Context: an optimization exercise on an open-source flow, tuned for small area and a short achievable clock period. The choices shown serve that exercise and are no tape-out recipe. At most, simulation tests tie the RTL to the original design; equivalence was not proved. No activity file was given, so power comes from the tool's default toggle rates.

## job 103
==> flow/design.v <==
`timescale 1ns/1ps
`default_nettype none
module viterbi_decoder (
   input  wire       clk,
   input  wire       rst,
   input  wire       enable_i,
   input  wire [1:0] symbol_i,
   output wire       d_out_o,
   output wire       d_valid_o
);
   function automatic [1:0] code(input integer j);
      reg [2:0] s;
      begin
         s    = 2 * j;
         code = {^(s & 3'b111), ^(s & 3'b101)};
      end
   endfunction
   integer k;
   reg [3:0] up_q;     
   reg [3:0] dn_q;     
   reg       frc_q;    
   reg [3:0] ph_q;     
   reg [2:0] bc_q;     
   reg       vld_q;
   always @(posedge clk) begin
      for (k = 0; k < 4; k = k + 1) begin
         up_q[k] <= (symbol_i == code(k));
         dn_q[k] <= (symbol_i == ~code(k));
      end
      frc_q <= (bc_q == 3'd0) && (ph_q < 4'd3);
   end
   always @(posedge clk or negedge rst) begin
      if (!rst) begin
         ph_q  <= 4'd0;
         bc_q  <= 3'd0;
         vld_q <= 1'b0;
      end else if (!enable_i) begin
         ph_q  <= 4'd0;
         bc_q  <= 3'd0;
         vld_q <= 1'b0;
      end else begin
         ph_q <= ph_q + 4'd1;
         if (ph_q == 4'd15 && !bc_q[2])
            bc_q <= bc_q + 3'd1;
         vld_q <= vld_q | (bc_q[2] & (ph_q >= 4'd3));
      end
   end
   reg [3:0] pm [0:7];
   reg [7:0] dec_q;
   genvar j;
   generate
      for (j = 0; j < 4; j = j + 1) begin : g_bf
         wire       up  = up_q[j];          
         wire       dn  = dn_q[j];          
         wire [3:0] a0  = pm[2*j];
         wire [3:0] a1  = pm[2*j+1];
         wire [3:0] eq  = ~(a1 ^ a0);
         wire [2:0] g   = ~a1[2:0] & a0[2:0];
         wire       b1  = g[0];
         wire       b2  = g[1] | (eq[1] & g[0]);
         wire       b3  = g[2] | (eq[2] & g[1]) | (eq[2] & eq[1] & g[0]);
         wire       e1  = eq[1] ^ ~b1;
         wire       e2  = eq[2] ^ ~b2;
         wire       e3  = eq[3] ^ ~b3;
         wire       sl  = !frc_q & ((e3 & ~(up & e2 & e1)) | (dn & ~e2 & ~e1));
         wire       sh  = !frc_q & ((e3 & ~(dn & e2 & e1)) | (up & ~e2 & ~e1));
         wire [3:0] a0p = a0 + 4'd1;
         wire [3:0] a0m = a0 - 4'd1;
         wire [3:0] a1p = a1 + 4'd1;
         wire [3:0] a1m = a1 - 4'd1;
         wire [3:0] c0l = (j == 0) ? a0 + {up, up, up, up | dn}
                                   : (up ? a0m : dn ? a0p : a0);    
         wire [3:0] c1l = up ? a1p : dn ? a1m : a1;                 
         wire [3:0] c0h = up ? a0p : dn ? a0m : a0;                 
         wire [3:0] c1h = (j == 3) ? a1 + {up, up, up, up | dn}
                                   : (up ? a1m : dn ? a1p : a1);    
         always @(posedge clk) begin
            pm[j]      <= sl ? c1l : c0l;
            pm[j+4]    <= sh ? c1h : c0h;
            dec_q[j]   <= sl;
            dec_q[j+4] <= sh;
         end
      end
   endgenerate
   reg [32:4] r [0:7];
   genvar n;
   generate
      for (n = 0; n < 8; n = n + 1) begin : g_re
         localparam integer Q0 = (n % 4) * 2;
         always @(posedge clk)
            r[n] <= {~(dec_q[n] ? r[Q0+1][31:4] : r[Q0][31:4]), dec_q[n]};
      end
   endgenerate
   reg [15:0] sr_q;
   reg [32:0] dl_q;
   integer    b;
   always @(posedge clk) begin
      if (ph_q == 4'd2) begin
         for (b = 0; b < 16; b = b + 1)
            sr_q[b] <= r[0][32-b] ^ b[0];
      end else begin
         sr_q <= {r[0][17], sr_q[15:1]};   
      end
      dl_q <= {dl_q[31:0], sr_q[0]};
   end
   assign d_out_o   = dl_q[32];
   assign d_valid_o = vld_q;
endmodule
`default_nettype wire
clock: 5.0 ns
lec_check: 0
cap_margin: 20
core_margin: 2
core_utilization: 40
cts_cluster_diameter: 100
cts_cluster_size: 30
setup_slack_margin: 2.8
slew_margin: 20
run.sh (not shown) runs the stock make flow with config.mk's settings and CLKGATE_MAP_FILE= SYNTH_SCRIPT=/design/flow/synth_recipe.tcl, a recipe that flattens the netlist after the stock synthesis.
What job 101 does differently from job 103 at the input level:
--- a/flow/design.v
+++ b/flow/design.v
@@ -44,12 +44,13 @@
             bc_q <= bc_q + 3'd1;
          vld_q <= vld_q | (bc_q[2] & (ph_q >= 4'd3));
       end
    end
    reg [3:0] pm [0:7];
    reg [7:0] dec_q;
+   reg [7:0] decn_q;   
    genvar j;
    generate
       for (j = 0; j < 4; j = j + 1) begin : g_bf
          wire       up  = up_q[j];          
          wire       dn  = dn_q[j];          
          wire [3:0] a0  = pm[2*j];
@@ -74,24 +75,27 @@
          wire [3:0] c0h = up ? a0p : dn ? a0m : a0;                 
          wire [3:0] c1h = (j == 3) ? a1 + {up, up, up, up | dn}
                                    : (up ? a1m : dn ? a1p : a1);    
          always @(posedge clk) begin
             pm[j]      <= sl ? c1l : c0l;
             pm[j+4]    <= sh ? c1h : c0h;
-            dec_q[j]   <= sl;
-            dec_q[j+4] <= sh;
+            dec_q[j]    <= sl;
+            dec_q[j+4]  <= sh;
+            decn_q[j]   <= ~sl;
+            decn_q[j+4] <= ~sh;
          end
       end
    endgenerate
    reg [32:4] r [0:7];
    genvar n;
    generate
       for (n = 0; n < 8; n = n + 1) begin : g_re
          localparam integer Q0 = (n % 4) * 2;
          always @(posedge clk)
-            r[n] <= {~(dec_q[n] ? r[Q0+1][31:4] : r[Q0][31:4]), dec_q[n]};
+            r[n] <= {~(({28{dec_q[n]}} & r[Q0+1][31:4]) | ({28{decn_q[n]}} & r[Q0][31:4])),
+                     dec_q[n]};
       end
    endgenerate
    reg [15:0] sr_q;
    reg [32:0] dl_q;
    integer    b;
    always @(posedge clk) begin
--- outcome ---
- Between job 101 and job 103, it is job 101 whose overall routed net length is higher, by 2.8 mm.
- Against job 103, job 101 comes in 2 higher on first-pass iteration count of the detailed router.
- Number of tapcells in job 101 is 1.6% lower than in job 103
- Synthesized net count grows by a few percent when moving from job 103 to job 101.
- Power per standard cell area, job 101 and job 103, higher one = job 101.
- For the overall track demand over capacity in global routing, job 101 came in 2.0 points higher than job 103 did.
- The post-synthesis adder-cell area fraction was comparable across job 101 and job 103.
- Summary — synthesized instance count, job 101 relative to job 103: higher, by 36.
- Compared with job 103, job 101 shows total standard cell area after synthesis lower by 250 µm².
- In job 101 the sum of internal, switching and leakage power turned out 12% higher than in job 103.
- Relative to job 103, the combinational fraction of design power of job 101 is higher by 1.3 points.
- Job 101 — height of the chip about 1.1% lower, job 103 as reference
Only the layout flow was run in job 101; the RTL was not checked for function there.

* * *

== v6 ==
viterbi_decoder, a different RTL version from the one above (not shown whole).
Size in the first run: about 970 cells after synthesis, about 7 I/O pins.
==> module viterbi_decoder, before the edit <==
module viterbi_decoder (
   input  wire       clk,
   input  wire       rst,
   input  wire       enable_i,
   input  wire [1:0] symbol_i,
   output wire       d_out_o,
   output wire       d_valid_o
);
   function automatic [1:0] code(input integer j);
      reg [2:0] s;
      begin
         s    = 2 * j;
         code = {^(s & 3'b111), ^(s & 3'b101)};
      end
   endfunction
   integer k;
   reg [3:0] up_q;     
   reg [3:0] dn_q;     
   reg       frc_q;    
   reg [3:0] ph_q;     
   reg [2:0] bc_q;     
   reg       vld_q;
   always @(posedge clk) begin
      for (k = 0; k < 4; k = k + 1) begin
         up_q[k] <= (symbol_i == code(k));
         dn_q[k] <= (symbol_i == ~code(k));
      end
      frc_q <= (bc_q == 3'd0) && (ph_q < 4'd3);
   end
   always @(posedge clk or negedge rst) begin
      if (!rst) begin
         ph_q  <= 4'd0;
         bc_q  <= 3'd0;
         vld_q <= 1'b0;
      end else if (!enable_i) begin
         ph_q  <= 4'd0;
         bc_q  <= 3'd0;
         vld_q <= 1'b0;
      end else begin
         ph_q <= ph_q + 4'd1;
         if (ph_q == 4'd15 && !bc_q[2])
            bc_q <= bc_q + 3'd1;
         vld_q <= vld_q | (bc_q[2] & (ph_q >= 4'd3));
      end
   end
   reg [3:0] pm [0:7];
   reg [7:0] dec_q;
   reg [7:0] decn_q;   
   genvar j;
   generate
      for (j = 0; j < 4; j = j + 1) begin : g_bf
         wire       up  = up_q[j];          
         wire       dn  = dn_q[j];          
         wire [3:0] a0  = pm[2*j];
         wire [3:0] a1  = pm[2*j+1];
         wire [3:0] eq  = ~(a1 ^ a0);
         wire [2:0] g   = ~a1[2:0] & a0[2:0];
         wire       b1  = g[0];
         wire       b2  = g[1] | (eq[1] & g[0]);
         wire       b3  = g[2] | (eq[2] & g[1]) | (eq[2] & eq[1] & g[0]);
         wire       e1  = eq[1] ^ ~b1;
         wire       e2  = eq[2] ^ ~b2;
         wire       e3  = eq[3] ^ ~b3;
         wire       sl  = !frc_q & ((e3 & ~(up & e2 & e1)) | (dn & ~e2 & ~e1));
         wire       sh  = !frc_q & ((e3 & ~(dn & e2 & e1)) | (up & ~e2 & ~e1));
         wire [3:0] a0p = a0 + 4'd1;
         wire [3:0] a0m = a0 - 4'd1;
         wire [3:0] a1p = a1 + 4'd1;
         wire [3:0] a1m = a1 - 4'd1;
         wire [3:0] c0l = (j == 0) ? a0 + {up, up, up, up | dn}
                                   : (up ? a0m : dn ? a0p : a0);    
         wire [3:0] c1l = up ? a1p : dn ? a1m : a1;                 
         wire [3:0] c0h = up ? a0p : dn ? a0m : a0;                 
         wire [3:0] c1h = (j == 3) ? a1 + {up, up, up, up | dn}
                                   : (up ? a1m : dn ? a1p : a1);    
         always @(posedge clk) begin
            pm[j]      <= sl ? c1l : c0l;
            pm[j+4]    <= sh ? c1h : c0h;
            dec_q[j]    <= sl;
            dec_q[j+4]  <= sh;
            decn_q[j]   <= ~sl;
            decn_q[j+4] <= ~sh;
         end
      end
   endgenerate
   reg [32:4] r [0:7];
   genvar n;
   generate
      for (n = 0; n < 8; n = n + 1) begin : g_re
         localparam integer Q0 = (n % 4) * 2;
         always @(posedge clk)
            r[n] <= {~((r[Q0+1][31:4] | {28{decn_q[n]}}) & (r[Q0][31:4] | {28{dec_q[n]}})),
                     dec_q[n]};
      end
   endgenerate
   reg [15:0] sr_q;
   reg [32:0] dl_q;
   reg        ld_q;    
   reg        ldn_q;   
   integer    b;
   always @(posedge clk) begin
      ld_q  <= (ph_q == 4'd1);
      ldn_q <= (ph_q != 4'd1);
      for (b = 0; b < 15; b = b + 1)
         sr_q[b] <= ~((r[0][32-b] | ldn_q) & (sr_q[b+1] | ld_q));
      sr_q[15] <= ~r[0][17];   
      dl_q <= {dl_q[31:0], ~sr_q[0]};
   end
   assign d_out_o   = dl_q[32];
   assign d_valid_o = vld_q;
endmodule
export LEC_CHECK = 0
export CAP_MARGIN = 20
export CORE_MARGIN = 2
export CORE_UTILIZATION = 40
export CTS_CLUSTER_DIAMETER = 100
export CTS_CLUSTER_SIZE = 24
export SETUP_SLACK_MARGIN = 3.0
export SLEW_MARGIN = 20
create_clock -name core_clock -period 5.0 [get_ports {clk}]
Input changes introduced in v7 (baseline for comparison: v6):
--- a/flow/design.v
+++ b/flow/design.v
@@ -91,22 +91,21 @@
       for (n = 0; n < 8; n = n + 1) begin : g_re
          localparam integer Q0 = (n % 4) * 2;
          always @(posedge clk)
-            r[n] <= {~((r[Q0+1][31:4] | {28{decn_q[n]}}) & (r[Q0][31:4] | {28{dec_q[n]}})),
+            r[n] <= {~(({28{dec_q[n]}} & r[Q0+1][31:4]) | ({28{decn_q[n]}} & r[Q0][31:4])),
                      dec_q[n]};
       end
    endgenerate
    reg [15:0] sr_q;
    reg [32:0] dl_q;
-   reg        ld_q;    
-   reg        ldn_q;   
    integer    b;
    always @(posedge clk) begin
-      ld_q  <= (ph_q == 4'd1);
-      ldn_q <= (ph_q != 4'd1);
-      for (b = 0; b < 15; b = b + 1)
-         sr_q[b] <= ~((r[0][32-b] | ldn_q) & (sr_q[b+1] | ld_q));
-      sr_q[15] <= ~r[0][17];   
-      dl_q <= {dl_q[31:0], ~sr_q[0]};
+      if (ph_q == 4'd2) begin
+         for (b = 0; b < 16; b = b + 1)
+            sr_q[b] <= r[0][32-b] ^ b[0];
+      end else begin
+         sr_q <= {r[0][17], sr_q[15:1]};   
+      end
+      dl_q <= {dl_q[31:0], sr_q[0]};
    end
    assign d_out_o   = dl_q[32];
    assign d_valid_o = vld_q;
Die area for v7 is higher than for v6.
Compared with v6, v7 shows well tap count higher by 31.
Comparing v7 and v6, the higher flip-flop and latch count was measured on v6.
v7 does worse than v6 on area after synthesis.
The run with more setup slack is v7; v6 has less.
v7: sequential share of layout area is 1.9 points lower than what v6 reported.
Diff v6 -> v7 | inverter count | down by a few percent
The vertical extent of the die in v7 sits about 1.2% above the value recorded for v6.
Only the layout flow was run in v7; the RTL was not checked for function there.

## re-timing with driven ports
Ports are ideal in the flow. The routed layouts listed here were re-timed in OpenROAD. Step 1 sets driving cells, clkbuf_16 on the clock port and buf_2 on the other inputs (assumed; they add their load-dependent delay and slew). Step 2, shift: input delay + t, output delay - t, t = (earliest + latest rising clock arrival at the registers) / 2. This alone moves slack from input paths to output paths. a / b / c = ideal / step 1 / step 2; a / b = the first two.
run	t (ns)	setup slack, ns	worst hold slack (ns)	latest minus earliest clock arrival (ns)	worst data-port slew with drivers (ns)
job 103	0.530	2.847 / 2.800 / 2.889	0.336 / 0.336 / 0.336	0.020 / 0.021	0.03
job 101	0.546	2.872 / 2.825 / 2.873	0.337 / 0.337 / 0.337	0.031 / 0.031	0.03
v6	0.550	2.965 / 2.915 / 2.985	0.331 / 0.331 / 0.331	0.018 / 0.018	0.03
v7	0.548	2.971 / 2.925 / 2.984	0.332 / 0.332 / 0.332	0.011 / 0.011	0.03
After both steps setup and hold are still met in every run listed.
